From an optimization exercise on the open Yosys and OpenROAD flow, aimed at small area, a short achievable clock period and few clock cycles per item; shortcuts taken in it are not production practice. In this exercise RTL edits were held to simulation tests only and were not proved equivalent to the original.

Setup of main:
## epoch_seconds_to_date
module epoch_seconds_to_date (
    input  logic        i_clk,
    input  logic        i_rst_n,
    input  logic        start,
    output logic        busy,
    input  logic [31:0] i_epoch_seconds,
    output logic        o_done,
    output logic [11:0] o_year,
    output logic [3:0]  o_month,
    output logic [4:0]  o_day,
    output logic [4:0]  o_hour,
    output logic [5:0]  o_minute,
    output logic [5:0]  o_second
);
For scale: ~37 flip-flops, about 75 I/O pins.
clock: 20.0 ns
lec_check: 0
cap_margin: 20
core_margin: 2
core_utilization: 40
cts_buf_list: sky130_fd_sc_hd__clkbuf_8
slew_margin: 20
synth_hierarchical: 1
standard.sh (not shown) runs the stock make flow with config.mk's settings and CLKGATE_MAP_FILE= SYNTH_SCRIPT=/design/flow/synth_recipe.tcl, a recipe that flattens the netlist after the stock synthesis.
==> flow/flow/run.sh <==
#!/bin/bash
# Standard layout (bash standard.sh, its synthesis unchanged), with the ports
# buffered by buf_2 cells and timing repair aiming for a larger setup slack.
set -e
cp standard.sh standard.sh.log
export BUFFER_PORTS_ARGS="-buffer_cell sky130_fd_sc_hd__buf_2"
export SETUP_SLACK_MARGIN=10.1
bash standard.sh > standard_run.log 2>&1
Testbench counts of main, summed over its fixed seeds: cycles 3,208, items 3,200.
Input-level comparison between the feature branch and main:
Settings: removing CTS_BUF_LIST (formerly sky130_fd_sc_hd__clkbuf_8).
diff --git a/flow/flow/run.sh b/flow/flow/run.sh
--- a/flow/flow/run.sh
+++ b/flow/flow/run.sh
@@ -6,3 +6,3 @@
 export BUFFER_PORTS_ARGS="-buffer_cell sky130_fd_sc_hd__buf_2"
-export SETUP_SLACK_MARGIN=10.1
+export SETUP_SLACK_MARGIN=9.6
 bash standard.sh > standard_run.log 2>&1
==> summary.txt <==
Relative to main, the area used by multi-input combinational logic measured on the feature branch has decreased slightly.
Delta(sequential cell area, the feature branch - main) < 0
[compare] base=main new=the feature branch: length of routed met3 wiring down about 16%; wire length of the first global-routing pass flat.
The feature branch: overall routed net length 120 um below main
Between main and the feature branch, the number of stages on the worst setup path is higher for the feature branch.
Compared with main, the feature branch ends up with less cell area.
Maximum frequency, main and the feature branch: higher on main

========
## v21
Another version of the RTL of epoch_seconds_to_date (not shown whole).
Size in the first run: ~46 flip-flops, roughly 75 I/O pins.
==> flow/config.mk <==
export PLATFORM = sky130hd
export DESIGN_NAME = epoch_seconds_to_date
export DESIGN_NICKNAME = epoch_seconds_to_date
export VERILOG_FILES = /design/flow/design.v
export SDC_FILE = /design/flow/constraint.sdc
export NUM_CORES = 4
export LEC_CHECK = 0
export CAP_MARGIN = 20
export CORE_MARGIN = 2
export CORE_UTILIZATION = 40
export SLEW_MARGIN = 20
export SYNTH_HIERARCHICAL = 1
==> flow/constraint.sdc <==
create_clock -name core_clock -period 20.0 [get_ports {i_clk}]
set_input_delay 4.0000 -clock core_clock [delete_from_list [all_inputs] [get_ports {i_clk}]]
set_output_delay 4.0000 -clock core_clock [all_outputs]
set_load 0.01 [all_outputs]
==> flow/flow/run.sh <==
#!/bin/bash
# Standard layout, with the ports buffered by buf_2 cells instead of the
# cell buffer_ports picks by default.
set -e
cp standard.sh standard.sh.log
export BUFFER_PORTS_ARGS="-buffer_cell sky130_fd_sc_hd__buf_2"
bash standard.sh > standard_run.log 2>&1
Testbench counts of v21, summed over its fixed seeds: cycles 3,208, items 3,200.
Setup changes, v21 to v26
==> flow/run.sh (new file) <==
#!/bin/bash
# synth_recipe.tcl (not shown) runs the flow's synth.tcl, then flattens the netlist and writes it again
# the make line also repeats each setting of config.mk as NAME=value (left out here)
make -C /OpenROAD-flow-scripts/flow DESIGN_CONFIG=/design/flow/config.mk WORK_HOME=/design/flow/orfs CLKGATE_MAP_FILE= SYNTH_SCRIPT=/design/flow/synth_recipe.tcl finish
removed: flow/flow/run.sh
removed: flow/standard.sh
## What came out
- Diff v26..v21 | aggregate routed wire length | negligible
- Compared with v21, v26 shows design area that has gone up by a few percent.
- v26 vs. v21: ratio of routed vias to standard cells saw an increase; share of the final layout cell area in multi-input gates saw a decrease; sequential share of layout area saw a decrease.

========
== onyx ==
Another version of the RTL of epoch_seconds_to_date (not shown whole).
For scale: ~75 I/O pins, roughly 8400 um^2 of cells after synthesis.
export LEC_CHECK = 0
export CAP_MARGIN = 20
export CORE_MARGIN = 2
export CORE_UTILIZATION = 40
export SLEW_MARGIN = 20
export SYNTH_HIERARCHICAL = 1
create_clock -name core_clock -period 20.0 [get_ports {i_clk}]
==> flow/flow/run.sh <==
#!/bin/bash
# Standard layout (bash standard.sh, its synthesis unchanged), with the ports
# buffered by buf_2 cells and timing repair aiming for a larger setup slack.
set -e
cp standard.sh standard.sh.log
export BUFFER_PORTS_ARGS="-buffer_cell sky130_fd_sc_hd__buf_2"
export SETUP_SLACK_MARGIN=10.7
bash standard.sh > standard_run.log 2>&1
onyx: PASS, flow complete, no timing, DRC or antenna violations
Testbench counts of onyx, summed over its fixed seeds: cycles 3,208, items 3,200.
Here is what was changed in the inputs of lagoon compared with onyx.
# onyx
export LEC_CHECK = 0
export CAP_MARGIN = 20
export CORE_MARGIN = 2
export CORE_UTILIZATION = 40
export SLEW_MARGIN = 20
export SYNTH_HIERARCHICAL = 1
create_clock -name core_clock -period 20.0 [get_ports {i_clk}]
# lagoon
export LEC_CHECK = 0
export CAP_MARGIN = 20
export CORE_MARGIN = 2
export CORE_UTILIZATION = 65
export PLACE_DENSITY = 0.8
export SLEW_MARGIN = 20
export SYNTH_HIERARCHICAL = 1
create_clock -name core_clock -period 20.0 [get_ports {i_clk}]
diff --git a/flow/flow/run.sh b/flow/flow/run.sh
--- a/flow/flow/run.sh
+++ b/flow/flow/run.sh
@@ -5,4 +5,4 @@
 cp standard.sh standard.sh.log
 export BUFFER_PORTS_ARGS="-buffer_cell sky130_fd_sc_hd__buf_2"
-export SETUP_SLACK_MARGIN=10.7
+export SETUP_SLACK_MARGIN=9.3
 bash standard.sh > standard_run.log 2>&1
[summary]
- [compare] base=onyx new=lagoon: core utilization of the finished layout has increased; clock-buffer cell count saw a decrease; global-route usage increased 7.7 points.
- [compare] base=onyx new=lagoon: first-iteration DRC count shows a reduction of 32, area of the die shows a reduction of about 38%.
- Summary of lagoon over onyx: met1 global-route usage climbed 9.8 points, worst slew slack as a fraction of its limit saw an increase, non-clock buffer share of cell area down 5.4 points, met3 wire length -about 3.5%, share of post-route cells with drive strength above 1 went down.
Setup changes, lagoon to zinc
# lagoon
export LEC_CHECK = 0
export CAP_MARGIN = 20
export CORE_MARGIN = 2
export CORE_UTILIZATION = 65
export PLACE_DENSITY = 0.8
export SLEW_MARGIN = 20
export SYNTH_HIERARCHICAL = 1
create_clock -name core_clock -period 20.0 [get_ports {i_clk}]
# zinc
export LEC_CHECK = 0
export CAP_MARGIN = 20
export CORE_MARGIN = 2
export CORE_UTILIZATION = 40
export SLEW_MARGIN = 20
export SYNTH_HIERARCHICAL = 1
create_clock -name core_clock -period 20.0 [get_ports {i_clk}]
diff --git a/flow/flow/run.sh b/flow/flow/run.sh
--- a/flow/flow/run.sh
+++ b/flow/flow/run.sh
@@ -5,4 +5,4 @@
 cp standard.sh standard.sh.log
 export BUFFER_PORTS_ARGS="-buffer_cell sky130_fd_sc_hd__buf_2"
-export SETUP_SLACK_MARGIN=9.3
+export SETUP_SLACK_MARGIN=10.0
 bash standard.sh > standard_run.log 2>&1
--- outcome ---
Changes observed in zinc relative to lagoon: number of buffers and inverters on the critical path roughly the same, wire length on met1 rose by 13%, total length of routed wires shows an increase of 5.2%, critical path arrival fell 0.62 ns. Of zinc and lagoon, the lower design area belongs to lagoon. Reported for zinc and lagoon, instance count of the mapped netlist turned out identical to the last digit. zinc vs lagoon: routing usage on met2 down. From zinc to lagoon, sequential cell count did not move at all.
What raven does differently from zinc at the input level:
diff --git a/flow/flow/run.sh b/flow/flow/run.sh
--- a/flow/flow/run.sh
+++ b/flow/flow/run.sh
@@ -5,4 +5,4 @@
 cp standard.sh standard.sh.log
 export BUFFER_PORTS_ARGS="-buffer_cell sky130_fd_sc_hd__buf_2"
-export SETUP_SLACK_MARGIN=10.0
+export SETUP_SLACK_MARGIN=9.0
 bash standard.sh > standard_run.log 2>&1
==> summary.txt <==
- raven vs. zinc: number of I/O port buffers held steady, maximum clock frequency decreased about 6%.
- Taking raven over zinc, the number of ordinary and repair buffers in the finished layout ratio works out to 0.70.
- Going from zinc to raven, worst setup margin shrinks by 0.60 ns.
- [raven vs zinc] critical path depth: higher in raven
- Going from zinc to raven, number of filler cells placed in the layout went up by 49; routed wire length went down by about 4.5%; worst-case hold slack went down by 0.0069 ns; via count went down by 92.
- A launch point of the critical path of r_yq[0] is what raven shows, while i_epoch_seconds[26] belongs to zinc.
[inputs] ember vs raven
diff --git a/flow/flow/run.sh b/flow/flow/run.sh
--- a/flow/flow/run.sh
+++ b/flow/flow/run.sh
@@ -5,4 +5,4 @@
 cp standard.sh standard.sh.log
 export BUFFER_PORTS_ARGS="-buffer_cell sky130_fd_sc_hd__buf_2"
-export SETUP_SLACK_MARGIN=9.0
+export SETUP_SLACK_MARGIN=9.3
 bash standard.sh > standard_run.log 2>&1
## What came out
- Sort raven and ember by critical path depth, ascending, and raven comes first.
- In ember, the maximum frequency came out 0.0013 GHz above the value in raven.
- For number of non-filler instances in the completed layout, ember and raven come out practically identical.
- As far as number of CTS-inserted buffers goes, raven and ember are indistinguishable; the numbers are identical.
- The synthesis-to-layout area growth reported for ember is greater than that of raven by 0.52 points.
- met1 layer wirelength in the final routing down 0.47% in ember wrt raven

port drivers added, routing unchanged:
Ports are ideal in the flow. The routed layouts listed here were re-timed in OpenROAD.
Step 1: set_driving_cell puts a clkbuf_16 on i_clk and a buf_2 on each other input, an assumption about the parent block.
Step 2, shift: input delay + t, output delay - t, t = (earliest + latest rising clock arrival at the registers) / 2. This alone moves slack from input paths to output paths.
a / b / c = ideal / step 1 / step 2; a / b = the first two.
| run | shift t [ns] | slack for setup (ns) | worst data-port slew with drivers (ns) |
|---|---|---|---|
| main | 0.318 | 10.490 / 10.459 / 10.218 | 0.03 |
| the feature branch | 0.312 | 10.189 / 10.154 / 10.012 | 0.03 |
| v21 | 0.332 | 8.822 / 8.843 / 8.511 | 0.03 |
| v26 | 0.329 | 8.375 / 8.390 / 8.061 | 0.04 |
| onyx | 0.321 | 10.403 / 10.379 / 10.081 | 0.06 |
| lagoon | 0.318 | 9.631 / 9.648 / 9.331 | 0.03 |
| zinc | 0.321 | 10.213 / 10.206 / 9.885 | 0.06 |
| raven | 0.322 | 9.616 / 9.578 / 9.431 | 0.03 |
| ember | 0.322 | 9.756 / 9.718 / 9.558 | 0.03 |
After both steps setup and hold are still met in every run listed. The setup slack of zinc, which loses most, moves by -0.007 ns with the drivers and by -0.328 ns with both steps.
